Background: an optimization exercise with open tools, aiming at small area. Do not read the settings as production practice.
Function was not checked in any run shown here: the RTL went through the layout flow alone.

===== config.mk =====
export PLATFORM = sky130hd
export DESIGN_NAME = bm_noise_out
export DESIGN_NICKNAME = bm_noise_out
export VERILOG_FILES = /design/flow/design.v
export SDC_FILE = /design/flow/constraint.sdc
export NUM_CORES = 4
export LEC_CHECK = 0
export CAP_MARGIN = 20
export CORE_MARGIN = 2
export CORE_UTILIZATION = 40
export CTS_BUF_LIST = sky130_fd_sc_hd__clkbuf_8
export CTS_CLUSTER_DIAMETER = 60
export CTS_CLUSTER_SIZE = 18
export SLEW_MARGIN = 20
export SYNTH_HIERARCHICAL = 1
export SYNTH_MINIMUM_KEEP_SIZE = 0

===== constraint.sdc =====
create_clock -name core_clock -period 8.0 [get_ports {clk}]
set_input_delay 1.6000 -clock core_clock [delete_from_list [all_inputs] [get_ports {clk}]]
set_output_delay 1.6000 -clock core_clock [all_outputs]
set_load 0.01 [all_outputs]

===== design.v =====
module bm_noise_out #(
   parameter int DEPTH = 8,
   parameter int AW    = 3
) (
   input  logic          clk,
   input  logic          rst_n,
   input  logic          in_valid,
   output logic          in_ready,
   input  logic [16:0]   f,
   input  logic [15:0]   g0,
   input  logic [15:0]   g1,
   output logic          out_valid,
   input  logic          out_ready,
   output logic [15:0]   out_data,
   output logic          out_idx,
   output logic [AW:0]   fifo_level
);
   logic               init_reg;
   logic               s0_valid_reg;
   logic               s1_valid_reg;
   logic               s2_valid_reg;
   logic [AW-1:0]      wr_ptr_reg;
   logic [AW-1:0]      slot_reg;
   logic [AW:0]        level_reg;
   logic               half_reg;
   logic [16:0]        mem_f  [0:DEPTH-1];
   logic [15:0]        mem_g0 [0:DEPTH-1];
   logic [15:0]        mem_g1 [0:DEPTH-1];
   logic               accept;
   logic               push;
   logic               pop;
   logic [AW+1:0]      occupancy;
   logic               mul_hi;
   logic [16:0]        mul_f;
   logic [15:0]        mul_g;
   logic [15:0]        mul_x;
   logic [15:0]        out_reg;
   assign occupancy = (AW+2)'(level_reg) + (AW+2)'(s0_valid_reg)
                    + (AW+2)'(s1_valid_reg) + (AW+2)'(s2_valid_reg);
   assign in_ready   = init_reg && (occupancy <= (AW+2)'(DEPTH - 1));
   assign accept     = in_valid && in_ready;
   assign push       = s2_valid_reg;
   assign out_valid  = (level_reg != '0);
   assign pop        = out_valid && out_ready && half_reg;
   assign out_idx    = half_reg;
   assign fifo_level = level_reg;
   assign mul_hi   = out_valid && !half_reg;
   assign mul_f    = mem_f[slot_reg];
   assign mul_g    = mul_hi ? mem_g1[slot_reg] : mem_g0[slot_reg];
   logic p1, p2, p3, p4, p5, p6, p7, p8, p9, p10, p11, p12;
   logic p13, p14, p15, p16, p17, p18, p19, p20, p21, p22, p23, p24;
   logic p25, p26, p27, p28, p29, p30, p31, p32, p33, p34, p35, p36;
   logic p37, p38, p39, p40, p41, p42, p43, p44, p45, p46, p47, p48;
   logic p49, p50, p51, p52, p53, p54, p55, p56, p57, p58, p59, p60;
   logic p61, p62, p63, p64, p65, p66, p67, p68, p69, p70, p71, p72;
   logic p73, p74, p75, p76, p77, p78, p79, p80, p81, p82, p83, p84;
   logic p85, p86, p87, p88, p89, p90, p91, p92, p93, p94, p95, p96;
   logic p97, p98, p99, p100, p101, p102, p103, p104, p105, p106, p107, p108;
   logic p109, p110, p111, p112, p113, p114, p115, p116, p117, p118, p119, p120;
   logic p121, p122, p123, p124, p125, p126, p127, p128, p129, p130, p131, p132;
   logic p133, p134, p135, p136, p137, p138, p139, p140, p141, p142, p143, p144;
   logic p145, p146, p147, p148, p149, p150, p151, p152, p153, p154, p155, p156;
   logic p157, p158, p159, p160, p161, p162, p163, p164, p165, p166, p167, p168;
   logic p169, p170, p171, p172, p173, p174, p175, p176, p177, p178, p179, p180;
   logic p181, p182, p183, p184, p185, p186, p187, p188, p189, p190, p191, p192;
   logic p193, p194, p195, p196, p197, p198, p199, p200, p201, p202, p203, p204;
   logic p205, p206, p207, p208, p209, p210, p211, p212, p213, p214, p215, p216;
   logic p217, p218, p219, p220, p221, p222, p223, p224, p225, p226, p227, p228;
   logic p229, p230, p231, p232, p233, p234, p235, p236, p237, p238, p239, p240;
   logic p241, p242, p243, p244, p245, p246, p247, p248, p249, p250, p251, p252;
   logic p253, p254, p255, p256, p257, p258, p259, p260, p261, p262, p263, p264;
   logic p265, p266, p267, p268, p269, p270, p271, p272, s273, c274, s275, c276;
   logic s277, c278, s279, c280, s281, c282, s283, c284, s285, c286, s287, c288;
   logic s289, c290, s291, c292, s293, c294, s295, c296, s297, c298, s299, c300;
   logic s301, c302, s303, c304, s305, c306, s307, c308, s309, c310, s311, c312;
   logic s313, c314, s315, c316, s317, c318, s319, c320, s321, c322, s323, c324;
   logic s325, c326, s327, c328, s329, c330, s331, c332, s333, c334, s335, c336;
   logic s337, c338, s339, c340, s341, c342, s343, c344, s345, c346, s347, c348;
   logic s349, c350, s351, c352, s353, c354, s355, c356, s357, c358, s359, c360;
   logic s361, c362, s363, c364, s365, c366, s367, c368, s369, c370, s371, c372;
   logic s373, c374, s375, c376, s377, c378, s379, c380, s381, c382, s383, c384;
   logic s385, c386, s387, c388, s389, c390, s391, c392, s393, c394, s395, c396;
   logic s397, c398, s399, c400, s401, c402, s403, c404, s405, c406, s407, c408;
   logic s409, c410, s411, c412, s413, c414, s415, c416, s417, c418, s419, c420;
   logic s421, c422, s423, c424, s425, c426, s427, c428, s429, c430, s431, c432;
   logic s433, c434, s435, c436, s437, c438, s439, c440, s441, c442, s443, c444;
   logic s445, c446, s447, c448, s449, c450, s451, c452, s453, c454, s455, c456;
   logic s457, c458, s459, c460, s461, c462, s463, c464, s465, c466, s467, c468;
   logic s469, c470, s471, c472, s473, c474, s475, c476, s477, c478, s479, c480;
   logic s481, c482, s483, c484, s485, c486, s487, c488, s489, c490, s491, c492;
   logic s493, c494, s495, c496, s497, c498, s499, c500, s501, c502, s503, c504;
   logic s505, c506, s507, c508, s509, c510, s511, c512, s513, c514, s515, c516;
   logic s517, c518, s519, c520, s521, c522, s523, c524, s525, c526, s527, c528;
   logic s529, c530, s531, c532, s533, c534, s535, c536, s537, c538, s539, c540;
   logic s541, c542, s543, c544, s545, c546, s547, c548, s549, c550, s551, c552;
   logic s553, c554, s555, c556, s557, c558, s559, c560, s561, c562, s563, c564;
   logic s565, c566, s567, c568, s569, c570, s571, c572, s573, c574, s575, c576;
   logic s577, c578, s579, c580, s581, c582, s583, c584, s585, c586, s587, c588;
   logic s589, c590, s591, c592, s593, c594, s595, c596, s597, c598, s599, c600;
   logic s601, c602, s603, c604, s605, c606, s607, c608, s609, c610, s611, c612;
   logic s613, c614, s615, c616, s617, c618, s619, c620, s621, c622, s623, c624;
   logic s625, c626, s627, c628, s629, c630, s631, c632, s633, c634, s635, c636;
   logic s637, c638, s639, c640, s641, c642, s643, c644, s645, c646, s647, c648;
   logic s649, c650, s651, c652, s653, c654, s655, c656, s657, c658, s659, c660;
   logic s661, c662, s663, c664, s665, c666, s667, c668, s669, c670, s671, c672;
   logic s673, c674, s675, c676, s677, c678, s679, c680, s681, c682, s683, c684;
   logic s685, c686, s687, c688, s689, c690, s691, c692, s693, c694, s695, c696;
   logic s697, c698, s699, c700, s701, c702, s703, c704, s705, c706, s707, c708;
   logic s709, c710, s711, c712, s713, c714, s715, c716, s717, c718, s719, c720;
   logic s721, c722;
   assign p1 = ~(mul_f[0] & mul_g[0]);
   assign p2 = ~(mul_f[0] & mul_g[1]);
   assign p3 = ~(mul_f[0] & mul_g[2]);
   assign p4 = ~(mul_f[0] & mul_g[3]);
   assign p5 = ~(mul_f[0] & mul_g[4]);
   assign p6 = ~(mul_f[0] & mul_g[5]);
   assign p7 = ~(mul_f[0] & mul_g[6]);
   assign p8 = ~(mul_f[0] & mul_g[7]);
   assign p9 = ~(mul_f[0] & mul_g[8]);
   assign p10 = ~(mul_f[0] & mul_g[9]);
   assign p11 = ~(mul_f[0] & mul_g[10]);
   assign p12 = ~(mul_f[0] & mul_g[11]);
   assign p13 = ~(mul_f[0] & mul_g[12]);
   assign p14 = ~(mul_f[0] & mul_g[13]);
   assign p15 = ~(mul_f[0] & mul_g[14]);
   assign p16 = mul_f[0] & mul_g[15];
   assign p17 = ~(mul_f[1] & mul_g[0]);
   assign p18 = ~(mul_f[1] & mul_g[1]);
   assign p19 = ~(mul_f[1] & mul_g[2]);
   assign p20 = ~(mul_f[1] & mul_g[3]);
   assign p21 = ~(mul_f[1] & mul_g[4]);
   assign p22 = ~(mul_f[1] & mul_g[5]);
   assign p23 = ~(mul_f[1] & mul_g[6]);
   assign p24 = ~(mul_f[1] & mul_g[7]);
   assign p25 = ~(mul_f[1] & mul_g[8]);
   assign p26 = ~(mul_f[1] & mul_g[9]);
   assign p27 = ~(mul_f[1] & mul_g[10]);
   assign p28 = ~(mul_f[1] & mul_g[11]);
   assign p29 = ~(mul_f[1] & mul_g[12]);
   assign p30 = ~(mul_f[1] & mul_g[13]);
   assign p31 = ~(mul_f[1] & mul_g[14]);
   assign p32 = mul_f[1] & mul_g[15];
   assign p33 = ~(mul_f[2] & mul_g[0]);
   assign p34 = ~(mul_f[2] & mul_g[1]);
   assign p35 = ~(mul_f[2] & mul_g[2]);
   assign p36 = ~(mul_f[2] & mul_g[3]);
   assign p37 = ~(mul_f[2] & mul_g[4]);
   assign p38 = ~(mul_f[2] & mul_g[5]);
   assign p39 = ~(mul_f[2] & mul_g[6]);
   assign p40 = ~(mul_f[2] & mul_g[7]);
   assign p41 = ~(mul_f[2] & mul_g[8]);
   assign p42 = ~(mul_f[2] & mul_g[9]);
   assign p43 = ~(mul_f[2] & mul_g[10]);
   assign p44 = ~(mul_f[2] & mul_g[11]);
   assign p45 = ~(mul_f[2] & mul_g[12]);
   assign p46 = ~(mul_f[2] & mul_g[13]);
   assign p47 = ~(mul_f[2] & mul_g[14]);
   assign p48 = mul_f[2] & mul_g[15];
   assign p49 = ~(mul_f[3] & mul_g[0]);
   assign p50 = ~(mul_f[3] & mul_g[1]);
   assign p51 = ~(mul_f[3] & mul_g[2]);
   assign p52 = ~(mul_f[3] & mul_g[3]);
   assign p53 = ~(mul_f[3] & mul_g[4]);
   assign p54 = ~(mul_f[3] & mul_g[5]);
   assign p55 = ~(mul_f[3] & mul_g[6]);
   assign p56 = ~(mul_f[3] & mul_g[7]);
   assign p57 = ~(mul_f[3] & mul_g[8]);
   assign p58 = ~(mul_f[3] & mul_g[9]);
   assign p59 = ~(mul_f[3] & mul_g[10]);
   assign p60 = ~(mul_f[3] & mul_g[11]);
   assign p61 = ~(mul_f[3] & mul_g[12]);
   assign p62 = ~(mul_f[3] & mul_g[13]);
   assign p63 = ~(mul_f[3] & mul_g[14]);
   assign p64 = mul_f[3] & mul_g[15];
   assign p65 = ~(mul_f[4] & mul_g[0]);
   assign p66 = ~(mul_f[4] & mul_g[1]);
   assign p67 = ~(mul_f[4] & mul_g[2]);
   assign p68 = ~(mul_f[4] & mul_g[3]);
   assign p69 = ~(mul_f[4] & mul_g[4]);
   assign p70 = ~(mul_f[4] & mul_g[5]);
   assign p71 = ~(mul_f[4] & mul_g[6]);
   assign p72 = ~(mul_f[4] & mul_g[7]);
   assign p73 = ~(mul_f[4] & mul_g[8]);
   assign p74 = ~(mul_f[4] & mul_g[9]);
   assign p75 = ~(mul_f[4] & mul_g[10]);
   assign p76 = ~(mul_f[4] & mul_g[11]);
   assign p77 = ~(mul_f[4] & mul_g[12]);
   assign p78 = ~(mul_f[4] & mul_g[13]);
   assign p79 = ~(mul_f[4] & mul_g[14]);
   assign p80 = mul_f[4] & mul_g[15];
   assign p81 = ~(mul_f[5] & mul_g[0]);
   assign p82 = ~(mul_f[5] & mul_g[1]);
   assign p83 = ~(mul_f[5] & mul_g[2]);
   assign p84 = ~(mul_f[5] & mul_g[3]);
   assign p85 = ~(mul_f[5] & mul_g[4]);
   assign p86 = ~(mul_f[5] & mul_g[5]);
   assign p87 = ~(mul_f[5] & mul_g[6]);
   assign p88 = ~(mul_f[5] & mul_g[7]);
   assign p89 = ~(mul_f[5] & mul_g[8]);
   assign p90 = ~(mul_f[5] & mul_g[9]);
   assign p91 = ~(mul_f[5] & mul_g[10]);
   assign p92 = ~(mul_f[5] & mul_g[11]);
   assign p93 = ~(mul_f[5] & mul_g[12]);
   assign p94 = ~(mul_f[5] & mul_g[13]);
   assign p95 = ~(mul_f[5] & mul_g[14]);
   assign p96 = mul_f[5] & mul_g[15];
   assign p97 = ~(mul_f[6] & mul_g[0]);
   assign p98 = ~(mul_f[6] & mul_g[1]);
   assign p99 = ~(mul_f[6] & mul_g[2]);
   assign p100 = ~(mul_f[6] & mul_g[3]);
   assign p101 = ~(mul_f[6] & mul_g[4]);
   assign p102 = ~(mul_f[6] & mul_g[5]);
   assign p103 = ~(mul_f[6] & mul_g[6]);
   assign p104 = ~(mul_f[6] & mul_g[7]);
   assign p105 = ~(mul_f[6] & mul_g[8]);
   assign p106 = ~(mul_f[6] & mul_g[9]);
   assign p107 = ~(mul_f[6] & mul_g[10]);
   assign p108 = ~(mul_f[6] & mul_g[11]);
   assign p109 = ~(mul_f[6] & mul_g[12]);
   assign p110 = ~(mul_f[6] & mul_g[13]);
   assign p111 = ~(mul_f[6] & mul_g[14]);
   assign p112 = mul_f[6] & mul_g[15];
   assign p113 = ~(mul_f[7] & mul_g[0]);
   assign p114 = ~(mul_f[7] & mul_g[1]);
   assign p115 = ~(mul_f[7] & mul_g[2]);
   assign p116 = ~(mul_f[7] & mul_g[3]);
   assign p117 = ~(mul_f[7] & mul_g[4]);
   assign p118 = ~(mul_f[7] & mul_g[5]);
   assign p119 = ~(mul_f[7] & mul_g[6]);
   assign p120 = ~(mul_f[7] & mul_g[7]);
   assign p121 = ~(mul_f[7] & mul_g[8]);
   assign p122 = ~(mul_f[7] & mul_g[9]);
   assign p123 = ~(mul_f[7] & mul_g[10]);
   assign p124 = ~(mul_f[7] & mul_g[11]);
   assign p125 = ~(mul_f[7] & mul_g[12]);
   assign p126 = ~(mul_f[7] & mul_g[13]);
   assign p127 = ~(mul_f[7] & mul_g[14]);
   assign p128 = mul_f[7] & mul_g[15];
   assign p129 = ~(mul_f[8] & mul_g[0]);
   assign p130 = ~(mul_f[8] & mul_g[1]);
   assign p131 = ~(mul_f[8] & mul_g[2]);
   assign p132 = ~(mul_f[8] & mul_g[3]);
   assign p133 = ~(mul_f[8] & mul_g[4]);
   assign p134 = ~(mul_f[8] & mul_g[5]);
   assign p135 = ~(mul_f[8] & mul_g[6]);
   assign p136 = ~(mul_f[8] & mul_g[7]);
   assign p137 = ~(mul_f[8] & mul_g[8]);
   assign p138 = ~(mul_f[8] & mul_g[9]);
   assign p139 = ~(mul_f[8] & mul_g[10]);
   assign p140 = ~(mul_f[8] & mul_g[11]);
   assign p141 = ~(mul_f[8] & mul_g[12]);
   assign p142 = ~(mul_f[8] & mul_g[13]);
   assign p143 = ~(mul_f[8] & mul_g[14]);
   assign p144 = mul_f[8] & mul_g[15];
   assign p145 = ~(mul_f[9] & mul_g[0]);
   assign p146 = ~(mul_f[9] & mul_g[1]);
   assign p147 = ~(mul_f[9] & mul_g[2]);
   assign p148 = ~(mul_f[9] & mul_g[3]);
   assign p149 = ~(mul_f[9] & mul_g[4]);
   assign p150 = ~(mul_f[9] & mul_g[5]);
   assign p151 = ~(mul_f[9] & mul_g[6]);
   assign p152 = ~(mul_f[9] & mul_g[7]);
   assign p153 = ~(mul_f[9] & mul_g[8]);
   assign p154 = ~(mul_f[9] & mul_g[9]);
   assign p155 = ~(mul_f[9] & mul_g[10]);
   assign p156 = ~(mul_f[9] & mul_g[11]);
   assign p157 = ~(mul_f[9] & mul_g[12]);
   assign p158 = ~(mul_f[9] & mul_g[13]);
   assign p159 = ~(mul_f[9] & mul_g[14]);
   assign p160 = mul_f[9] & mul_g[15];
   assign p161 = ~(mul_f[10] & mul_g[0]);
   assign p162 = ~(mul_f[10] & mul_g[1]);
   assign p163 = ~(mul_f[10] & mul_g[2]);
   assign p164 = ~(mul_f[10] & mul_g[3]);
   assign p165 = ~(mul_f[10] & mul_g[4]);
   assign p166 = ~(mul_f[10] & mul_g[5]);
   assign p167 = ~(mul_f[10] & mul_g[6]);
   assign p168 = ~(mul_f[10] & mul_g[7]);
   assign p169 = ~(mul_f[10] & mul_g[8]);
   assign p170 = ~(mul_f[10] & mul_g[9]);
   assign p171 = ~(mul_f[10] & mul_g[10]);
   assign p172 = ~(mul_f[10] & mul_g[11]);
   assign p173 = ~(mul_f[10] & mul_g[12]);
   assign p174 = ~(mul_f[10] & mul_g[13]);
   assign p175 = ~(mul_f[10] & mul_g[14]);
   assign p176 = mul_f[10] & mul_g[15];
   assign p177 = ~(mul_f[11] & mul_g[0]);
   assign p178 = ~(mul_f[11] & mul_g[1]);
   assign p179 = ~(mul_f[11] & mul_g[2]);
   assign p180 = ~(mul_f[11] & mul_g[3]);
   assign p181 = ~(mul_f[11] & mul_g[4]);
   assign p182 = ~(mul_f[11] & mul_g[5]);
   assign p183 = ~(mul_f[11] & mul_g[6]);
   assign p184 = ~(mul_f[11] & mul_g[7]);
   assign p185 = ~(mul_f[11] & mul_g[8]);
   assign p186 = ~(mul_f[11] & mul_g[9]);
   assign p187 = ~(mul_f[11] & mul_g[10]);
   assign p188 = ~(mul_f[11] & mul_g[11]);
   assign p189 = ~(mul_f[11] & mul_g[12]);
   assign p190 = ~(mul_f[11] & mul_g[13]);
   assign p191 = ~(mul_f[11] & mul_g[14]);
   assign p192 = mul_f[11] & mul_g[15];
   assign p193 = ~(mul_f[12] & mul_g[0]);
   assign p194 = ~(mul_f[12] & mul_g[1]);
   assign p195 = ~(mul_f[12] & mul_g[2]);
   assign p196 = ~(mul_f[12] & mul_g[3]);
   assign p197 = ~(mul_f[12] & mul_g[4]);
   assign p198 = ~(mul_f[12] & mul_g[5]);
   assign p199 = ~(mul_f[12] & mul_g[6]);
   assign p200 = ~(mul_f[12] & mul_g[7]);
   assign p201 = ~(mul_f[12] & mul_g[8]);
   assign p202 = ~(mul_f[12] & mul_g[9]);
   assign p203 = ~(mul_f[12] & mul_g[10]);
   assign p204 = ~(mul_f[12] & mul_g[11]);
   assign p205 = ~(mul_f[12] & mul_g[12]);
   assign p206 = ~(mul_f[12] & mul_g[13]);
   assign p207 = ~(mul_f[12] & mul_g[14]);
   assign p208 = mul_f[12] & mul_g[15];
   assign p209 = ~(mul_f[13] & mul_g[0]);
   assign p210 = ~(mul_f[13] & mul_g[1]);
   assign p211 = ~(mul_f[13] & mul_g[2]);
   assign p212 = ~(mul_f[13] & mul_g[3]);
   assign p213 = ~(mul_f[13] & mul_g[4]);
   assign p214 = ~(mul_f[13] & mul_g[5]);
   assign p215 = ~(mul_f[13] & mul_g[6]);
   assign p216 = ~(mul_f[13] & mul_g[7]);
   assign p217 = ~(mul_f[13] & mul_g[8]);
   assign p218 = ~(mul_f[13] & mul_g[9]);
   assign p219 = ~(mul_f[13] & mul_g[10]);
   assign p220 = ~(mul_f[13] & mul_g[11]);
   assign p221 = ~(mul_f[13] & mul_g[12]);
   assign p222 = ~(mul_f[13] & mul_g[13]);
   assign p223 = ~(mul_f[13] & mul_g[14]);
   assign p224 = mul_f[13] & mul_g[15];
   assign p225 = ~(mul_f[14] & mul_g[0]);
   assign p226 = ~(mul_f[14] & mul_g[1]);
   assign p227 = ~(mul_f[14] & mul_g[2]);
   assign p228 = ~(mul_f[14] & mul_g[3]);
   assign p229 = ~(mul_f[14] & mul_g[4]);
   assign p230 = ~(mul_f[14] & mul_g[5]);
   assign p231 = ~(mul_f[14] & mul_g[6]);
   assign p232 = ~(mul_f[14] & mul_g[7]);
   assign p233 = ~(mul_f[14] & mul_g[8]);
   assign p234 = ~(mul_f[14] & mul_g[9]);
   assign p235 = ~(mul_f[14] & mul_g[10]);
   assign p236 = ~(mul_f[14] & mul_g[11]);
   assign p237 = ~(mul_f[14] & mul_g[12]);
   assign p238 = ~(mul_f[14] & mul_g[13]);
   assign p239 = ~(mul_f[14] & mul_g[14]);
   assign p240 = mul_f[14] & mul_g[15];
   assign p241 = ~(mul_f[15] & mul_g[0]);
   assign p242 = ~(mul_f[15] & mul_g[1]);
   assign p243 = ~(mul_f[15] & mul_g[2]);
   assign p244 = ~(mul_f[15] & mul_g[3]);
   assign p245 = ~(mul_f[15] & mul_g[4]);
   assign p246 = ~(mul_f[15] & mul_g[5]);
   assign p247 = ~(mul_f[15] & mul_g[6]);
   assign p248 = ~(mul_f[15] & mul_g[7]);
   assign p249 = ~(mul_f[15] & mul_g[8]);
   assign p250 = ~(mul_f[15] & mul_g[9]);
   assign p251 = ~(mul_f[15] & mul_g[10]);
   assign p252 = ~(mul_f[15] & mul_g[11]);
   assign p253 = ~(mul_f[15] & mul_g[12]);
   assign p254 = ~(mul_f[15] & mul_g[13]);
   assign p255 = ~(mul_f[15] & mul_g[14]);
   assign p256 = mul_f[15] & mul_g[15];
   assign p257 = ~(mul_f[16] & mul_g[0]);
   assign p258 = ~(mul_f[16] & mul_g[1]);
   assign p259 = ~(mul_f[16] & mul_g[2]);
   assign p260 = ~(mul_f[16] & mul_g[3]);
   assign p261 = ~(mul_f[16] & mul_g[4]);
   assign p262 = ~(mul_f[16] & mul_g[5]);
   assign p263 = ~(mul_f[16] & mul_g[6]);
   assign p264 = ~(mul_f[16] & mul_g[7]);
   assign p265 = ~(mul_f[16] & mul_g[8]);
   assign p266 = ~(mul_f[16] & mul_g[9]);
   assign p267 = ~(mul_f[16] & mul_g[10]);
   assign p268 = ~(mul_f[16] & mul_g[11]);
   assign p269 = ~(mul_f[16] & mul_g[12]);
   assign p270 = ~(mul_f[16] & mul_g[13]);
   assign p271 = ~(mul_f[16] & mul_g[14]);
   assign p272 = mul_f[16] & mul_g[15];
   assign s273 = ~(p14 ^ p29);
   assign c274 = p14 | p29;
   bm_fa u_s275 (.x(p15), .y(p30), .z(p45), .s(s275), .c(c276));
   assign s277 = ~(p60 ^ p75);
   assign c278 = p60 | p75;
   assign s279 = p16 ^ p31;
   assign c280 = p16 & p31;
   bm_fa u_s281 (.x(p46), .y(p61), .z(p76), .s(s281), .c(c282));
   bm_fa u_s283 (.x(p91), .y(p106), .z(p121), .s(s283), .c(c284));
   assign s285 = p32 ^ p47;
   assign c286 = p32 & p47;
   bm_fa u_s287 (.x(p62), .y(p77), .z(p92), .s(s287), .c(c288));
   bm_fa u_s289 (.x(p107), .y(p122), .z(p137), .s(s289), .c(c290));
   assign s291 = ~(p152 ^ p167);
   assign c292 = p152 | p167;
   bm_fa u_s293 (.x(p48), .y(p63), .z(p78), .s(s293), .c(c294));
   bm_fa u_s295 (.x(p93), .y(p108), .z(p123), .s(s295), .c(c296));
   bm_fa u_s297 (.x(p138), .y(p153), .z(p168), .s(s297), .c(c298));
   bm_fa u_s299 (.x(p64), .y(p79), .z(p94), .s(s299), .c(c300));
   bm_fa u_s301 (.x(p109), .y(p124), .z(p139), .s(s301), .c(c302));
   bm_fa u_s303 (.x(p80), .y(p95), .z(p110), .s(s303), .c(c304));
   assign s305 = ~(p10 ^ p25);
   assign c306 = p10 | p25;
   bm_fa u_s307 (.x(p11), .y(p26), .z(p41), .s(s307), .c(c308));
   assign s309 = ~(p56 ^ p71);
   assign c310 = p56 | p71;
   bm_fa u_s311 (.x(p12), .y(p27), .z(p42), .s(s311), .c(c312));
   bm_fa u_s313 (.x(p57), .y(p72), .z(p87), .s(s313), .c(c314));
   assign s315 = ~(p102 ^ p117);
   assign c316 = p102 | p117;
   bm_fa u_s317 (.x(p13), .y(p28), .z(p43), .s(s317), .c(c318));
   bm_fa u_s319 (.x(p58), .y(p73), .z(p88), .s(s319), .c(c320));
   bm_fa u_s321 (.x(p103), .y(p118), .z(p133), .s(s321), .c(c322));
   assign s323 = ~(p148 ^ p163);
   assign c324 = p148 | p163;
   bm_fa u_s325 (.x(p44), .y(p59), .z(p74), .s(s325), .c(c326));
   bm_fa u_s327 (.x(p89), .y(p104), .z(p119), .s(s327), .c(c328));
   bm_fa u_s329 (.x(p134), .y(p149), .z(p164), .s(s329), .c(c330));
   bm_fa u_s331 (.x(p179), .y(p194), .z(p209), .s(s331), .c(c332));
   bm_fa u_s333 (.x(p90), .y(p105), .z(p120), .s(s333), .c(c334));
   bm_fa u_s335 (.x(p135), .y(p150), .z(p165), .s(s335), .c(c336));
   bm_fa u_s337 (.x(p180), .y(p195), .z(p210), .s(s337), .c(c338));
   bm_fa u_s339 (.x(p225), .y(c274), .z(s275), .s(s339), .c(c340));
   bm_fa u_s341 (.x(p136), .y(p151), .z(p166), .s(s341), .c(c342));
   bm_fa u_s343 (.x(p181), .y(p196), .z(p211), .s(s343), .c(c344));
   bm_fa u_s345 (.x(p226), .y(p241), .z(c276), .s(s345), .c(c346));
   bm_fa u_s347 (.x(c278), .y(s279), .z(s281), .s(s347), .c(c348));
   bm_fa u_s349 (.x(p182), .y(p197), .z(p212), .s(s349), .c(c350));
   bm_fa u_s351 (.x(p227), .y(p242), .z(p257), .s(s351), .c(c352));
   bm_fa u_s353 (.x(c280), .y(c282), .z(c284), .s(s353), .c(c354));
   bm_fa u_s355 (.x(s285), .y(s287), .z(s289), .s(s355), .c(c356));
   bm_fa u_s357 (.x(p183), .y(p198), .z(p213), .s(s357), .c(c358));
   bm_fa u_s359 (.x(p228), .y(p243), .z(p258), .s(s359), .c(c360));
   bm_fa u_s361 (.x(c286), .y(c288), .z(c290), .s(s361), .c(c362));
   bm_fa u_s363 (.x(c292), .y(s293), .z(s295), .s(s363), .c(c364));
   bm_fa u_s365 (.x(p154), .y(p169), .z(p184), .s(s365), .c(c366));
   bm_fa u_s367 (.x(p199), .y(p214), .z(p229), .s(s367), .c(c368));
   bm_fa u_s369 (.x(p244), .y(p259), .z(c294), .s(s369), .c(c370));
   bm_fa u_s371 (.x(c296), .y(c298), .z(s299), .s(s371), .c(c372));
   bm_fa u_s373 (.x(p125), .y(p140), .z(p155), .s(s373), .c(c374));
   bm_fa u_s375 (.x(p170), .y(p185), .z(p200), .s(s375), .c(c376));
   bm_fa u_s377 (.x(p215), .y(p230), .z(p245), .s(s377), .c(c378));
   bm_fa u_s379 (.x(p260), .y(c300), .z(c302), .s(s379), .c(c380));
   bm_fa u_s381 (.x(p96), .y(p111), .z(p126), .s(s381), .c(c382));
   bm_fa u_s383 (.x(p141), .y(p156), .z(p171), .s(s383), .c(c384));
   bm_fa u_s385 (.x(p186), .y(p201), .z(p216), .s(s385), .c(c386));
   bm_fa u_s387 (.x(p231), .y(p246), .z(p261), .s(s387), .c(c388));
   bm_fa u_s389 (.x(p112), .y(p127), .z(p142), .s(s389), .c(c390));
   bm_fa u_s391 (.x(p157), .y(p172), .z(p187), .s(s391), .c(c392));
   bm_fa u_s393 (.x(p202), .y(p217), .z(p232), .s(s393), .c(c394));
   bm_fa u_s395 (.x(p128), .y(p143), .z(p158), .s(s395), .c(c396));
   bm_fa u_s397 (.x(p173), .y(p188), .z(p203), .s(s397), .c(c398));
   bm_fa u_s399 (.x(p144), .y(p159), .z(p174), .s(s399), .c(c400));
   assign s401 = ~(p7 ^ p22);
   assign c402 = p7 | p22;
   bm_fa u_s403 (.x(p8), .y(p23), .z(p38), .s(s403), .c(c404));
   assign s405 = ~(p53 ^ p68);
   assign c406 = p53 | p68;
   bm_fa u_s407 (.x(p9), .y(p24), .z(p39), .s(s407), .c(c408));
   bm_fa u_s409 (.x(p54), .y(p69), .z(p84), .s(s409), .c(c410));
   assign s411 = ~(p99 ^ p114);
   assign c412 = p99 | p114;
   bm_fa u_s413 (.x(p40), .y(p55), .z(p70), .s(s413), .c(c414));
   bm_fa u_s415 (.x(p85), .y(p100), .z(p115), .s(s415), .c(c416));
   bm_fa u_s417 (.x(p130), .y(p145), .z(s305), .s(s417), .c(c418));
   bm_fa u_s419 (.x(p86), .y(p101), .z(p116), .s(s419), .c(c420));
   bm_fa u_s421 (.x(p131), .y(p146), .z(p161), .s(s421), .c(c422));
   bm_fa u_s423 (.x(c306), .y(s307), .z(s309), .s(s423), .c(c424));
   bm_fa u_s425 (.x(p132), .y(p147), .z(p162), .s(s425), .c(c426));
   bm_fa u_s427 (.x(p177), .y(c308), .z(c310), .s(s427), .c(c428));
   bm_fa u_s429 (.x(s311), .y(s313), .z(s315), .s(s429), .c(c430));
   bm_fa u_s431 (.x(p178), .y(p193), .z(c312), .s(s431), .c(c432));
   bm_fa u_s433 (.x(c314), .y(c316), .z(s317), .s(s433), .c(c434));
   bm_fa u_s435 (.x(s319), .y(s321), .z(s323), .s(s435), .c(c436));
   bm_fa u_s437 (.x(c318), .y(c320), .z(c322), .s(s437), .c(c438));
   bm_fa u_s439 (.x(c324), .y(s325), .z(s327), .s(s439), .c(c440));
   bm_fa u_s441 (.x(s329), .y(s331), .z(s273), .s(s441), .c(c442));
   bm_fa u_s443 (.x(c326), .y(c328), .z(c330), .s(s443), .c(c444));
   bm_fa u_s445 (.x(c332), .y(s333), .z(s335), .s(s445), .c(c446));
   bm_fa u_s447 (.x(s337), .y(s277), .z(s339), .s(s447), .c(c448));
   bm_fa u_s449 (.x(c334), .y(c336), .z(c338), .s(s449), .c(c450));
   bm_fa u_s451 (.x(s341), .y(s343), .z(s283), .s(s451), .c(c452));
   bm_fa u_s453 (.x(c340), .y(s345), .z(s347), .s(s453), .c(c454));
   bm_fa u_s455 (.x(c342), .y(c344), .z(s349), .s(s455), .c(c456));
   bm_fa u_s457 (.x(s351), .y(s291), .z(c346), .s(s457), .c(c458));
   bm_fa u_s459 (.x(c348), .y(s353), .z(s355), .s(s459), .c(c460));
   bm_fa u_s461 (.x(c350), .y(c352), .z(s357), .s(s461), .c(c462));
   bm_fa u_s463 (.x(s359), .y(s297), .z(c354), .s(s463), .c(c464));
   bm_fa u_s465 (.x(c356), .y(s361), .z(s363), .s(s465), .c(c466));
   bm_fa u_s467 (.x(c358), .y(c360), .z(s365), .s(s467), .c(c468));
   bm_fa u_s469 (.x(s367), .y(s301), .z(c362), .s(s469), .c(c470));
   bm_fa u_s471 (.x(c364), .y(s369), .z(s371), .s(s471), .c(c472));
   bm_fa u_s473 (.x(c366), .y(c368), .z(s373), .s(s473), .c(c474));
   bm_fa u_s475 (.x(s375), .y(s377), .z(s303), .s(s475), .c(c476));
   bm_fa u_s477 (.x(c370), .y(c372), .z(s379), .s(s477), .c(c478));
   bm_fa u_s479 (.x(c374), .y(c376), .z(c378), .s(s479), .c(c480));
   bm_fa u_s481 (.x(c304), .y(s381), .z(s383), .s(s481), .c(c482));
   bm_fa u_s483 (.x(s385), .y(s387), .z(c380), .s(s483), .c(c484));
   bm_fa u_s485 (.x(p247), .y(p262), .z(c382), .s(s485), .c(c486));
   bm_fa u_s487 (.x(c384), .y(c386), .z(c388), .s(s487), .c(c488));
   bm_fa u_s489 (.x(s389), .y(s391), .z(s393), .s(s489), .c(c490));
   bm_fa u_s491 (.x(p218), .y(p233), .z(p248), .s(s491), .c(c492));
   bm_fa u_s493 (.x(p263), .y(c390), .z(c392), .s(s493), .c(c494));
   bm_fa u_s495 (.x(c394), .y(s395), .z(s397), .s(s495), .c(c496));
   bm_fa u_s497 (.x(p189), .y(p204), .z(p219), .s(s497), .c(c498));
   bm_fa u_s499 (.x(p234), .y(p249), .z(p264), .s(s499), .c(c500));
   bm_fa u_s501 (.x(c396), .y(c398), .z(s399), .s(s501), .c(c502));
   bm_fa u_s503 (.x(p160), .y(p175), .z(p190), .s(s503), .c(c504));
   bm_fa u_s505 (.x(p205), .y(p220), .z(p235), .s(s505), .c(c506));
   bm_fa u_s507 (.x(p250), .y(p265), .z(c400), .s(s507), .c(c508));
   bm_fa u_s509 (.x(p176), .y(p191), .z(p206), .s(s509), .c(c510));
   bm_fa u_s511 (.x(p221), .y(p236), .z(p251), .s(s511), .c(c512));
   bm_fa u_s513 (.x(p192), .y(p207), .z(p222), .s(s513), .c(c514));
   assign s515 = ~(p5 ^ p20);
   assign c516 = p5 | p20;
   bm_fa u_s517 (.x(p6), .y(p21), .z(p36), .s(s517), .c(c518));
   assign s519 = ~(p51 ^ p66);
   assign c520 = p51 | p66;
   bm_fa u_s521 (.x(p37), .y(p52), .z(p67), .s(s521), .c(c522));
   bm_fa u_s523 (.x(p82), .y(p97), .z(s401), .s(s523), .c(c524));
   bm_fa u_s525 (.x(p83), .y(p98), .z(p113), .s(s525), .c(c526));
   bm_fa u_s527 (.x(c402), .y(s403), .z(s405), .s(s527), .c(c528));
   bm_fa u_s529 (.x(p129), .y(c404), .z(c406), .s(s529), .c(c530));
   bm_fa u_s531 (.x(s407), .y(s409), .z(s411), .s(s531), .c(c532));
   bm_fa u_s533 (.x(c408), .y(c410), .z(c412), .s(s533), .c(c534));
   bm_fa u_s535 (.x(s413), .y(s415), .z(s417), .s(s535), .c(c536));
   bm_fa u_s537 (.x(c414), .y(c416), .z(s419), .s(s537), .c(c538));
   bm_fa u_s539 (.x(s421), .y(c418), .z(s423), .s(s539), .c(c540));
   bm_fa u_s541 (.x(c420), .y(c422), .z(s425), .s(s541), .c(c542));
   bm_fa u_s543 (.x(c424), .y(s427), .z(s429), .s(s543), .c(c544));
   bm_fa u_s545 (.x(c426), .y(c428), .z(c430), .s(s545), .c(c546));
   bm_fa u_s547 (.x(s431), .y(s433), .z(s435), .s(s547), .c(c548));
   bm_fa u_s549 (.x(c432), .y(c434), .z(c436), .s(s549), .c(c550));
   bm_fa u_s551 (.x(s437), .y(s439), .z(s441), .s(s551), .c(c552));
   bm_fa u_s553 (.x(c438), .y(c440), .z(c442), .s(s553), .c(c554));
   bm_fa u_s555 (.x(s443), .y(s445), .z(s447), .s(s555), .c(c556));
   bm_fa u_s557 (.x(c444), .y(c446), .z(s449), .s(s557), .c(c558));
   bm_fa u_s559 (.x(s451), .y(c448), .z(s453), .s(s559), .c(c560));
   bm_fa u_s561 (.x(c450), .y(c452), .z(s455), .s(s561), .c(c562));
   bm_fa u_s563 (.x(s457), .y(c454), .z(s459), .s(s563), .c(c564));
   bm_fa u_s565 (.x(c456), .y(s461), .z(c458), .s(s565), .c(c566));
   bm_fa u_s567 (.x(s463), .y(c460), .z(s465), .s(s567), .c(c568));
   bm_fa u_s569 (.x(c462), .y(s467), .z(c464), .s(s569), .c(c570));
   bm_fa u_s571 (.x(s469), .y(c466), .z(s471), .s(s571), .c(c572));
   bm_fa u_s573 (.x(c468), .y(s473), .z(s475), .s(s573), .c(c574));
   bm_fa u_s575 (.x(c470), .y(c472), .z(s477), .s(s575), .c(c576));
   bm_fa u_s577 (.x(c474), .y(c476), .z(s479), .s(s577), .c(c578));
   bm_fa u_s579 (.x(s481), .y(c478), .z(s483), .s(s579), .c(c580));
   bm_fa u_s581 (.x(c480), .y(c482), .z(s485), .s(s581), .c(c582));
   bm_fa u_s583 (.x(s487), .y(s489), .z(c484), .s(s583), .c(c584));
   bm_fa u_s585 (.x(s491), .y(c486), .z(c488), .s(s585), .c(c586));
   bm_fa u_s587 (.x(c490), .y(s493), .z(s495), .s(s587), .c(c588));
   bm_fa u_s589 (.x(c492), .y(s497), .z(s499), .s(s589), .c(c590));
   bm_fa u_s591 (.x(c494), .y(c496), .z(s501), .s(s591), .c(c592));
   bm_fa u_s593 (.x(c498), .y(c500), .z(s503), .s(s593), .c(c594));
   bm_fa u_s595 (.x(s505), .y(c502), .z(s507), .s(s595), .c(c596));
   bm_fa u_s597 (.x(p266), .y(c504), .z(c506), .s(s597), .c(c598));
   bm_fa u_s599 (.x(s509), .y(s511), .z(c508), .s(s599), .c(c600));
   bm_fa u_s601 (.x(p237), .y(p252), .z(p267), .s(s601), .c(c602));
   bm_fa u_s603 (.x(c510), .y(c512), .z(s513), .s(s603), .c(c604));
   bm_fa u_s605 (.x(p208), .y(p223), .z(p238), .s(s605), .c(c606));
   bm_fa u_s607 (.x(p253), .y(p268), .z(c514), .s(s607), .c(c608));
   bm_fa u_s609 (.x(p224), .y(p239), .z(p254), .s(s609), .c(c610));
   assign s611 = ~(p4 ^ p19);
   assign c612 = p4 | p19;
   bm_fa u_s613 (.x(p35), .y(p50), .z(p65), .s(s613), .c(c614));
   bm_fa u_s615 (.x(p81), .y(c516), .z(s517), .s(s615), .c(c616));
   bm_fa u_s617 (.x(c518), .y(c520), .z(s521), .s(s617), .c(c618));
   bm_fa u_s619 (.x(c522), .y(s525), .z(c524), .s(s619), .c(c620));
   bm_fa u_s621 (.x(c526), .y(c528), .z(s529), .s(s621), .c(c622));
   bm_fa u_s623 (.x(c530), .y(c532), .z(s533), .s(s623), .c(c624));
   bm_fa u_s625 (.x(c534), .y(s537), .z(c536), .s(s625), .c(c626));
   bm_fa u_s627 (.x(c538), .y(s541), .z(c540), .s(s627), .c(c628));
   bm_fa u_s629 (.x(c542), .y(c544), .z(s545), .s(s629), .c(c630));
   bm_fa u_s631 (.x(c546), .y(c548), .z(s549), .s(s631), .c(c632));
   bm_fa u_s633 (.x(c550), .y(c552), .z(s553), .s(s633), .c(c634));
   bm_fa u_s635 (.x(c554), .y(s557), .z(c556), .s(s635), .c(c636));
   bm_fa u_s637 (.x(c558), .y(s561), .z(c560), .s(s637), .c(c638));
   bm_fa u_s639 (.x(c562), .y(s565), .z(c564), .s(s639), .c(c640));
   bm_fa u_s641 (.x(c566), .y(s569), .z(c568), .s(s641), .c(c642));
   bm_fa u_s643 (.x(s573), .y(c570), .z(c572), .s(s643), .c(c644));
   bm_fa u_s645 (.x(c574), .y(s577), .z(c576), .s(s645), .c(c646));
   bm_fa u_s647 (.x(c578), .y(s581), .z(s583), .s(s647), .c(c648));
   bm_fa u_s649 (.x(c582), .y(s585), .z(s587), .s(s649), .c(c650));
   bm_fa u_s651 (.x(s589), .y(c586), .z(c588), .s(s651), .c(c652));
   bm_fa u_s653 (.x(c590), .y(s593), .z(c592), .s(s653), .c(c654));
   bm_fa u_s655 (.x(c594), .y(s597), .z(c596), .s(s655), .c(c656));
   bm_fa u_s657 (.x(s601), .y(c598), .z(s603), .s(s657), .c(c658));
   bm_fa u_s659 (.x(c602), .y(s605), .z(c604), .s(s659), .c(c660));
   bm_fa u_s661 (.x(p269), .y(c606), .z(s609), .s(s661), .c(c662));
   bm_fa u_s663 (.x(p240), .y(p255), .z(p270), .s(s663), .c(c664));
   assign s665 = ~(p3 ^ p18);
   assign c666 = p3 | p18;
   bm_fa u_s667 (.x(p34), .y(p49), .z(s611), .s(s667), .c(c668));
   bm_fa u_s669 (.x(c612), .y(s613), .z(s515), .s(s669), .c(c670));
   bm_fa u_s671 (.x(c614), .y(s519), .z(s615), .s(s671), .c(c672));
   bm_fa u_s673 (.x(c616), .y(s617), .z(s523), .s(s673), .c(c674));
   bm_fa u_s675 (.x(c618), .y(s527), .z(s619), .s(s675), .c(c676));
   bm_fa u_s677 (.x(s531), .y(c620), .z(s621), .s(s677), .c(c678));
   bm_fa u_s679 (.x(c622), .y(s623), .z(s535), .s(s679), .c(c680));
   bm_fa u_s681 (.x(c624), .y(s539), .z(s625), .s(s681), .c(c682));
   bm_fa u_s683 (.x(s543), .y(c626), .z(s627), .s(s683), .c(c684));
   bm_fa u_s685 (.x(s547), .y(c628), .z(s629), .s(s685), .c(c686));
   bm_fa u_s687 (.x(s551), .y(c630), .z(s631), .s(s687), .c(c688));
   bm_fa u_s689 (.x(c632), .y(s633), .z(s555), .s(s689), .c(c690));
   bm_fa u_s691 (.x(c634), .y(s559), .z(s635), .s(s691), .c(c692));
   bm_fa u_s693 (.x(s563), .y(c636), .z(s637), .s(s693), .c(c694));
   bm_fa u_s695 (.x(s567), .y(c638), .z(s639), .s(s695), .c(c696));
   bm_fa u_s697 (.x(s571), .y(c640), .z(s641), .s(s697), .c(c698));
   bm_fa u_s699 (.x(s575), .y(c642), .z(s643), .s(s699), .c(c700));
   bm_fa u_s701 (.x(s579), .y(c644), .z(s645), .s(s701), .c(c702));
   bm_fa u_s703 (.x(c580), .y(c646), .z(s647), .s(s703), .c(c704));
   bm_fa u_s705 (.x(c584), .y(s649), .z(c648), .s(s705), .c(c706));
   bm_fa u_s707 (.x(s591), .y(c650), .z(s651), .s(s707), .c(c708));
   bm_fa u_s709 (.x(s595), .y(c652), .z(s653), .s(s709), .c(c710));
   bm_fa u_s711 (.x(s599), .y(c654), .z(s655), .s(s711), .c(c712));
   bm_fa u_s713 (.x(c600), .y(s657), .z(c656), .s(s713), .c(c714));
   bm_fa u_s715 (.x(s607), .y(c658), .z(s659), .s(s715), .c(c716));
   bm_fa u_s717 (.x(c608), .y(s661), .z(c660), .s(s717), .c(c718));
   bm_fa u_s719 (.x(c610), .y(s663), .z(c662), .s(s719), .c(c720));
   bm_fa u_s721 (.x(p256), .y(p271), .z(c664), .s(s721), .c(c722));
   logic [32:0] ra, rb, sum;
   assign ra = {1'b0, c722, c720, c718, c716, c714, c712, c710, c708, c706, c704, c702, c700, c698, c696, c694, c692, c690, c688, c686, c684, c682, c680, c678, c676, c674, c672, c670, c668, c666, s665, p2, p1};
   assign rb = {1'b1, p272, s721, s719, s717, s715, s713, s711, s709, s707, s705, s703, s701, s699, s697, s695, s693, s691, s689, s687, s685, s683, s681, s679, s677, s675, s673, s671, s669, s667, p33, p17, 1'b1};
   logic [8:0] rc;
   assign rc[0] = 1'b1;
   assign rc[1] = (ra[0] & rb[0]) | (ra[0] & rc[0]) | (rb[0] & rc[0]);
   assign rc[2] = (ra[1] & rb[1]) | (ra[1] & rc[1]) | (rb[1] & rc[1]);
   assign rc[3] = (ra[2] & rb[2]) | (ra[2] & rc[2]) | (rb[2] & rc[2]);
   assign rc[4] = (ra[3] & rb[3]) | (ra[3] & rc[3]) | (rb[3] & rc[3]);
   assign rc[5] = (ra[4] & rb[4]) | (ra[4] & rc[4]) | (rb[4] & rc[4]);
   assign rc[6] = (ra[5] & rb[5]) | (ra[5] & rc[5]) | (rb[5] & rc[5]);
   assign rc[7] = (ra[6] & rb[6]) | (ra[6] & rc[6]) | (rb[6] & rc[6]);
   assign rc[8] = (ra[7] & rb[7]) | (ra[7] & rc[7]) | (rb[7] & rc[7]);
   logic [24:0] hi;
   assign hi = ra[32:8] + rb[32:8] + 25'(rc[8]);
   assign sum = {hi, 8'(0)};
   assign mul_x = ~sum[32:17];
   assign out_data = out_valid ? out_reg : 16'h0000;
   always_ff @(posedge clk or negedge rst_n) begin
      if (!rst_n) begin
         init_reg     <= 1'b0;
         s0_valid_reg <= 1'b0;
         s1_valid_reg <= 1'b0;
         s2_valid_reg <= 1'b0;
         wr_ptr_reg   <= '0;
         slot_reg     <= '0;
         level_reg    <= '0;
         half_reg     <= 1'b0;
      end else begin
         init_reg     <= 1'b1;
         s0_valid_reg <= accept;
         s1_valid_reg <= s0_valid_reg;
         s2_valid_reg <= s1_valid_reg;
         if (accept) wr_ptr_reg <= wr_ptr_reg + AW'(1);
         if (out_valid && out_ready && !half_reg) slot_reg <= slot_reg + AW'(1);
         level_reg <= level_reg + (AW+1)'(push) - (AW+1)'(pop);
         if (out_valid && out_ready) half_reg <= ~half_reg;
      end
   end
   always_ff @(posedge clk) begin
      if (!out_valid || out_ready) out_reg <= mul_x;
   end
   always_ff @(posedge clk) begin
      if (accept) begin
         mem_f[wr_ptr_reg]  <= f;
         mem_g0[wr_ptr_reg] <= g0;
         mem_g1[wr_ptr_reg] <= g1;
      end
   end
endmodule
module bm_fa (
   input  logic x, y, z,
   output logic s, c
);
   assign s = x ^ y ^ z;
   assign c = (x & y) | (x & z) | (y & z);
endmodule

===== flow/run.sh =====
#!/bin/bash
# The standard layout (the standard.sh: standard synthesis, then ORFS
# floorplan to finish) with two placement/CTS choices changed:
#  - port buffers use the smallest buffer cell (every port still gets one);
#  - clock tree synthesis adds no dummy loads (same buffers and clustering
#    as config.mk asks for).
set -euo pipefail
export BUFFER_PORTS_ARGS="-buffer_cell sky130_fd_sc_hd__buf_1"
export CTS_ARGS="-sink_clustering_enable -repair_clock_nets -dont_use_dummy_load -buf_list sky130_fd_sc_hd__clkbuf_8 -sink_clustering_size 18 -sink_clustering_max_diameter 60"
bash standard.sh > standard.log 2>&1

===== standard.sh =====
#!/bin/bash
# synth_recipe.tcl (not shown) runs the flow's synth.tcl, then flattens the netlist and writes it again
# the make line also repeats each setting of config.mk as NAME=value (left out here)
make -C /OpenROAD-flow-scripts/flow DESIGN_CONFIG=/design/flow/config.mk WORK_HOME=/design/flow/orfs CLKGATE_MAP_FILE= SYNTH_SCRIPT=/design/flow/synth_recipe.tcl "${@:-finish}"

==> results.txt, run 1 <==
H-tree Lvls 2; Layout Area Growth over Synthesis 8.34%; final hold violation count 0; CP Data Arrival Time 7820 ps; most common cell after layout, fill and taps aside edfxtp_1; worst relative slew slack 37.4%; wire per inst 22.2 µm; setup TNS 0 ps; initial antenna violation count 6; Die H 244 µm; drt first pass iters 5; Regs by FF count mem_f: 136 flops, mem_g0: 128 flops, mem_g1: 128 flops; Initial DRC Count 860; clock root cell clkbuf_8; EDFF count, synth 408; Rows 87; largest net degree at the start of global routing 50; Ys Warns 7; Post-synth top flop edfxtp_1; Post-Synthesis Cell Area 0.0230 mm²; die area 0.0594 mm²; CTS tree yes; Final Cell Area 0.0249 mm²; highest metal used met5; outcome timing/DRC/antenna clean; layout cells sized above 1 14.5%; Reg clk slew, reported paths 90 ps; final wirelength 50.3 mm; GRT overflow 0; vias after detailed routing 12100; initial core utilization 40.6%; Max Cap Violations 0; Post-Syn Nets 1723; Post-Synthesis Cells 1408; Routed Antenna Nets 0; worst slew pin tran 939 ps; number of fill cells 5062; I/O pin count 76; first-pass GRT wire length 78.8 mm; pins over their slew limit 0; die width 244 µm; max FFs per register 136; ratio of final minimum period to clock period 93.3%; met2 WL 24.4 mm; input/output buffers 75; fin nets 1821; # resized after CTS 0; Antenna diodes 0; minimum clock period 7460 ps; TritonCTS Buffers 34; Max Fclk 134 MHz; largest register by flop count mem_f; Setup Fix Bufs, Post-CTS 0; FF-to-FF setup slack 540 ps; CP Class flop to flop; DRC 0; met3 WL post-DR 3.12 mm; CTS Sinks 423; share of the yosys chip area belonging to registers 55.0%; largest buffer count on any clock path 3; hold_buf cts 0; HPWL Detailed 33.2 mm; #FFs+latches synth 423; area share of the largest cell type after synthesis 53.3%; Hold Path Class flop to flop; Vias/cell 5.35; Setup violations, final 0; metal1 wirelength 21.7 mm; Setup Skew 82.9 ps; WP data required 8360 ps; GPL Wtd Cong 0.792; Synth area leaders edfxtp_1, fa_1, mux4_2, nand2_1, ha_1; Yosys cell types 55; Worst-Skew Late Latency 610 ps; commonest cells after routing, fill and taps aside edfxtp_1, nand2_1, fa_1; Cell Area, Placed 0.0244 mm²; GRT Util Overall 17.4%; crit-path max FO 19; Avg Cell Area, Syn 16.3 µm²; Critical Path Source Type flop; area leader, netlist edfxtp_1; vias in the first global route 13200; core outline area 0.0566 mm²; CP Capture Type flop; async set-reset flop share out of synthesis 3.55%; RSZ-0062 raised after global routing no
==> cells by family (layout without fill, tap and decap cells) <==
family,Yosys count,in the layout,share of synthesized area (%)
AOI/OAI and AO/OA,61,61,1.93
xor gates and xnor gates,20,20,0.762
adders and majority gates,262,262,21.2
buffers and inverters,112,208,2.07
DFF,423,423,55.0
muxes,118,118,11.3
other,1,1,0.0163
and+or+nand+nor,411,411,7.80
==> per-layer routing <==
layer	track usage, %	vias to the layer above
met3	3.86	79
met2	28.8	335
met4	4.02	12
li1	-	5259
met5	0	-
met1	23.5	6397
==> area by class of cell <==
type | instances | area [µm²] | area share, %
sequential | 423 | 12600 | 50.8
multi-input combinational | 873 | 9930 | 39.9
tap | 756 | 946 | 3.80
timing repair buffer | 128 | 742 | 2.98
clock buffer | 34 | 468 | 1.88
inverter | 46 | 173 | 0.694
==> per-module statistics from Yosys (local to each module, per instance) <==
module        flip-flops and latches  cells  copies in the design
bm_fa                              0      1                   209
bm_noise_out                     423   1199                     1
==> path summary, 6_finish.rpt <==
kind	from	endpoint	cells past startpoint
worst min-delay path	s1_valid_reg	s2_valid_reg	0
worst max register to register	slot_reg[0]	out_reg[14]	20
worst min register to register	s1_valid_reg	s2_valid_reg	0
max in group asynchronous	rst_n	slot_reg[0]	1
min in group asynchronous	rst_n	s0_valid_reg	1
worst max-delay path	slot_reg[0]	out_reg[14]	20
==> synth_stat cells, drive strengths merged, types with 3 or more instances <==
| cell | instances |
|---|---|
| ha | 50 |
| and2 | 63 |
| a21o | 6 |
| fa | 212 |
| nand4 | 7 |
| a21oi | 17 |
| edfxtp | 408 |
| xor2 | 6 |
| nand2 | 296 |
| mux4 | 112 |
| xnor2 | 14 |
| clkbuf | 33 |
| nor3 | 5 |
| nand2b | 5 |
| dfrtp | 15 |
| o211ai | 7 |
| mux2i | 3 |
| nor3b | 3 |
| nor2 | 15 |
| buf | 33 |
| inv | 46 |
| mux2 | 3 |
| o21a | 4 |
| o21ai | 6 |
| nand3 | 4 |
| nor2b | 4 |
| and3 | 4 |
==> through the flow <==
step | hold slack [ps] | setup WS [ps] | instances | utilization (%)
5_1_grt | 438 | 125 | 2260 | 44.0
2_1_floorplan | 372 | 542 | 1408 | -
3_5_place_dp | 396 | 460 | 2226 | 43.2
4_1_cts | 410 | 436 | 2260 | 44.0
6_report | 411 | 540 | 2260 | 44.0
3_3_place_gp | 379 | 503 | 2226 | 43.2
==> worst max-delay path, stage by stage (launching register included) <==
cell and delay [ps]:
dfrtp_4 610, buf_12 240, mux4_2 510, mux4_2 750, nand2_1 200, fa_1 450, fa_1 570, fa_1 450
fa_1 450, fa_1 550, fa_1 420, ha_1 370, o21a_1 140, o21ai_0 70, nand2b_1 80, a21oi_1 60
a311oi_1 530, o211ai_1 210, o211ai_2 150, mux2i_1 120, a2111oi_2 320
==> run 2: changes to the inputs <==
--- a/design.v
+++ b/design.v
@@ -626,3 +626,3 @@
    assign rb = {1'b1, p272, s721, s719, s717, s715, s713, s711, s709, s707, s705, s703, s701, s699, s697, s695, s693, s691, s689, s687, s685, s683, s681, s679, s677, s675, s673, s671, s669, s667, p33, p17, 1'b1};
-   logic [8:0] rc;
+   logic [11:0] rc;
    assign rc[0] = 1'b1;
@@ -636,5 +636,8 @@
    assign rc[8] = (ra[7] & rb[7]) | (ra[7] & rc[7]) | (rb[7] & rc[7]);
-   logic [24:0] hi;
-   assign hi = ra[32:8] + rb[32:8] + 25'(rc[8]);
-   assign sum = {hi, 8'(0)};
+   assign rc[9] = (ra[8] & rb[8]) | (ra[8] & rc[8]) | (rb[8] & rc[8]);
+   assign rc[10] = (ra[9] & rb[9]) | (ra[9] & rc[9]) | (rb[9] & rc[9]);
+   assign rc[11] = (ra[10] & rb[10]) | (ra[10] & rc[10]) | (rb[10] & rc[10]);
+   logic [21:0] hi;
+   assign hi = ra[32:11] + rb[32:11] + 22'(rc[11]);
+   assign sum = {hi, 11'(0)};
    assign mul_x = ~sum[32:17];
==> results.txt, run 2 <==
Post-Synthesis Cell Area 0.0228 mm² (-0.63%); worst relative slew slack 39.5% (+2.2 points); CP Capture Type flop; share of the yosys chip area belonging to registers 55.3% (+0.35 points); Vias/cell 5.36 (+0.25%); vias after detailed routing 12000 (-0.50%); outcome timing/DRC/antenna clean; Die H 243 µm (-0.31%); Hold Path Class flop to flop; CP Data Arrival Time 7860 ps (+40 ps); Worst-Skew Late Latency 640 ps (+30 ps); Initial DRC Count 877 (+2.0%); hold_buf cts 0 (unchanged); Hold Slack 405 ps (-5.97 ps); initial antenna violation count 5 (-1); largest net degree at the start of global routing 50 (unchanged); Rows 87 (unchanged); area leader, netlist edfxtp_1; HPWL Detailed 34.1 mm (+2.8%); async set-reset flop share out of synthesis 3.55% (unchanged); die area 0.0590 mm² (-0.62%); Routed Antenna Nets 0 (unchanged); EDFF count, synth 408 (unchanged); Max Fclk 133 MHz (-0.54%); largest buffer count on any clock path 3 (unchanged); Layout Utilization 44.0% (about the same); wire per inst 22.8 µm (+2.3%); minimum clock period 7500 ps (+40.6 ps); core outline area 0.0564 mm² (-0.38%); final hold violation count 0 (unchanged); Synth area leaders edfxtp_1, fa_1, mux4_2, nand2_1, ha_1; Post-Syn Nets 1694 (-1.7%); CTS tree yes; I/O pin count 76 (unchanged); final worst slack 499 ps (-40.6 ps); first-pass GRT wire length 79.2 mm (+0.53%); drt first pass iters 6 (+1); vias in the first global route 13200 (-0.27%); DRC 0 (unchanged); max FFs per register 136 (unchanged); Avg Cell Area, Syn 16.5 µm² (+1.2%); CTS Sinks 423 (unchanged); CP Class flop to flop; H-tree Lvls 1 (-1); clock root cell clkbuf_8; Post-synth top flop edfxtp_1; die width 243 µm (-0.31%); most common cell after layout, fill and taps aside edfxtp_1; Setup Fix Bufs, Post-CTS 0 (unchanged); initial core utilization 40.5% (-0.10 points); GPL Wtd Cong 0.844 (+6.6%); commonest cells after routing, fill and taps aside edfxtp_1, nand2_1, fa_1; area share of the largest cell type after synthesis 53.7% (+0.34 points); pins over their slew limit 0 (unchanged); fin nets 1799 (-1.2%); Regs by FF count mem_f: 136 flops, mem_g0: 128 flops, mem_g1: 128 flops; GRT overflow 0 (unchanged); WP data required 8360 ps (about the same); Post-Synthesis Cells 1382 (-1.8%); setup TNS 0 ps (unchanged); Reg clk slew, reported paths 110 ps (+20 ps); Ys Warns 7 (unchanged); Setup violations, final 0 (unchanged); dpl ws 509 ps (+48.5 ps); crit-path max FO 17 (-2); Yosys cell types 56 (+1.8%); # resized after CTS 0 (unchanged); TritonCTS Buffers 30 (-12%); final wirelength 51.0 mm (+1.5%); layout cells sized above 1 15.6% (+1.1 points); #FFs+latches synth 423 (unchanged); commonest cells in the netlist edfxtp_1, nand2_1, fa_1; Layout Area Growth over Synthesis 8.60%; largest register by flop count mem_f; input/output buffers 75 (unchanged); Critical Path Source Type flop; Max Cap Violations 0 (unchanged); ratio of final minimum period to clock period 93.8% (+0.51 points); worst slew pin tran 907 ps (-32.5 ps); RSZ-0062 raised after global routing no; Setup Skew 74.1 ps (-8.78 ps); most common cell in the synthesized netlist edfxtp_1; GRT Util Overall 17.6% (+0.20 points)
-- run 2: area by class of cell --
class                   instances  area [µm²]
fillers                      4995       31600
flip-flops and latches        423       12600
multi-input cells             846        9760
well taps                     756         946
repair buffers                137         848
clock buffers                  30         413
inverters                      49         184
diodes                          2        5.00
-- run 2: modules after synthesis, one instance, submodules excluded --
module / flip-flops and latches / cell area, µm² / copies in the design
bm_noise_out: 423 / 18600 / 1
bm_fa: 0 / 20.0 / 209
-- run 2: worst max-delay path, cell delays in order, from the launching register on --
cell       delay, ps
dfrtp_4          610
buf_12           240
mux4_2           520
mux4_2           620
nand2_1          130
fa_1             430
fa_1             550
fa_1             440
fa_1             430
fa_1             600
fa_1             440
ha_1             330
a21o_1           170
a21o_1           170
a21oi_1          150
o21a_1           170
o21a_1           200
a211oi_2         110
or3b_4           400
a2111oi_0        440
a311oi_1          90
-- run 2: final timing paths --
check / from / endpoint / slack, ps / depth (start not counted)
max reg2reg: slot_reg[0] / out_reg[12] / 500 / 20
max: slot_reg[0] / out_reg[12] / 500 / 20
min in group asynchronous: rst_n / slot_reg[0] / 930 / 1
min reg2reg: s1_valid_reg / s2_valid_reg / 400 / 0
max in group asynchronous: rst_n / slot_reg[1] / 6700 / 1
min: s1_valid_reg / s2_valid_reg / 400 / 0
-- run 2: per-layer routing --
layer  wire (µm)  global-route usage (%)  up-vias
li1            -                       -     5167
met1       22100                    23.9     6426
met2       24900                    29.4      342
met3        2890                    3.34       78
met4        1050                    4.17        8
met5          54                       0        -
-- run 2: stage by stage --
| stage | area, µm² | instances |
|---|---|---|
| 2_1_floorplan | 22800 | 1382 |
| 3_3_place_gp | 24400 | 2211 |
| 3_5_place_dp | 24400 | 2211 |
| 4_1_cts | 24800 | 2241 |
| 5_1_grt | 24800 | 2241 |
| 6_report | 24800 | 2243 |
-- run 2: cell families after synthesis --
group,after synthesis,share of synthesized area (%)
AND/OR/NAND/NOR,389,7.36
buffers and inverters,113,2.18
other,1,0.0164
flip-flops,423,55.3
XOR/XNOR,21,0.805
adder cells (fa/ha/maj),259,21.2
AO/OA/AOI/OAI,60,1.89
multiplexers,116,11.3

==> port drivers added, routing unchanged <==
How much do the figures lean on ideal ports? The routed layouts below were timed once more, with nothing changed but the port constraints. Step 1 sets driving cells, clkbuf_16 on the clock port and buf_2 on the other inputs (assumed; they add their load-dependent delay and slew). Step 2 times the ports against the registers' clock, not the clock port: input delays grow and output delays shrink by t, the midpoint of the rising clock arrivals with the driver on. a / b / c = no drivers / after step 1 / after step 2; a / b = the first two.
run	t, ns	slack for setup (ns)	hold slack, ns	worst setup path after step 2	worst slew at a driven data input, ns
run 1	0.623	0.540 / 0.540 / 0.540	0.410 / 0.410 / 0.410	register to register	0.12
run 2	0.651	0.499 / 0.499 / 0.499	0.405 / 0.405 / 0.405	register to register	0.11
After both steps setup and hold are still met in every run listed.
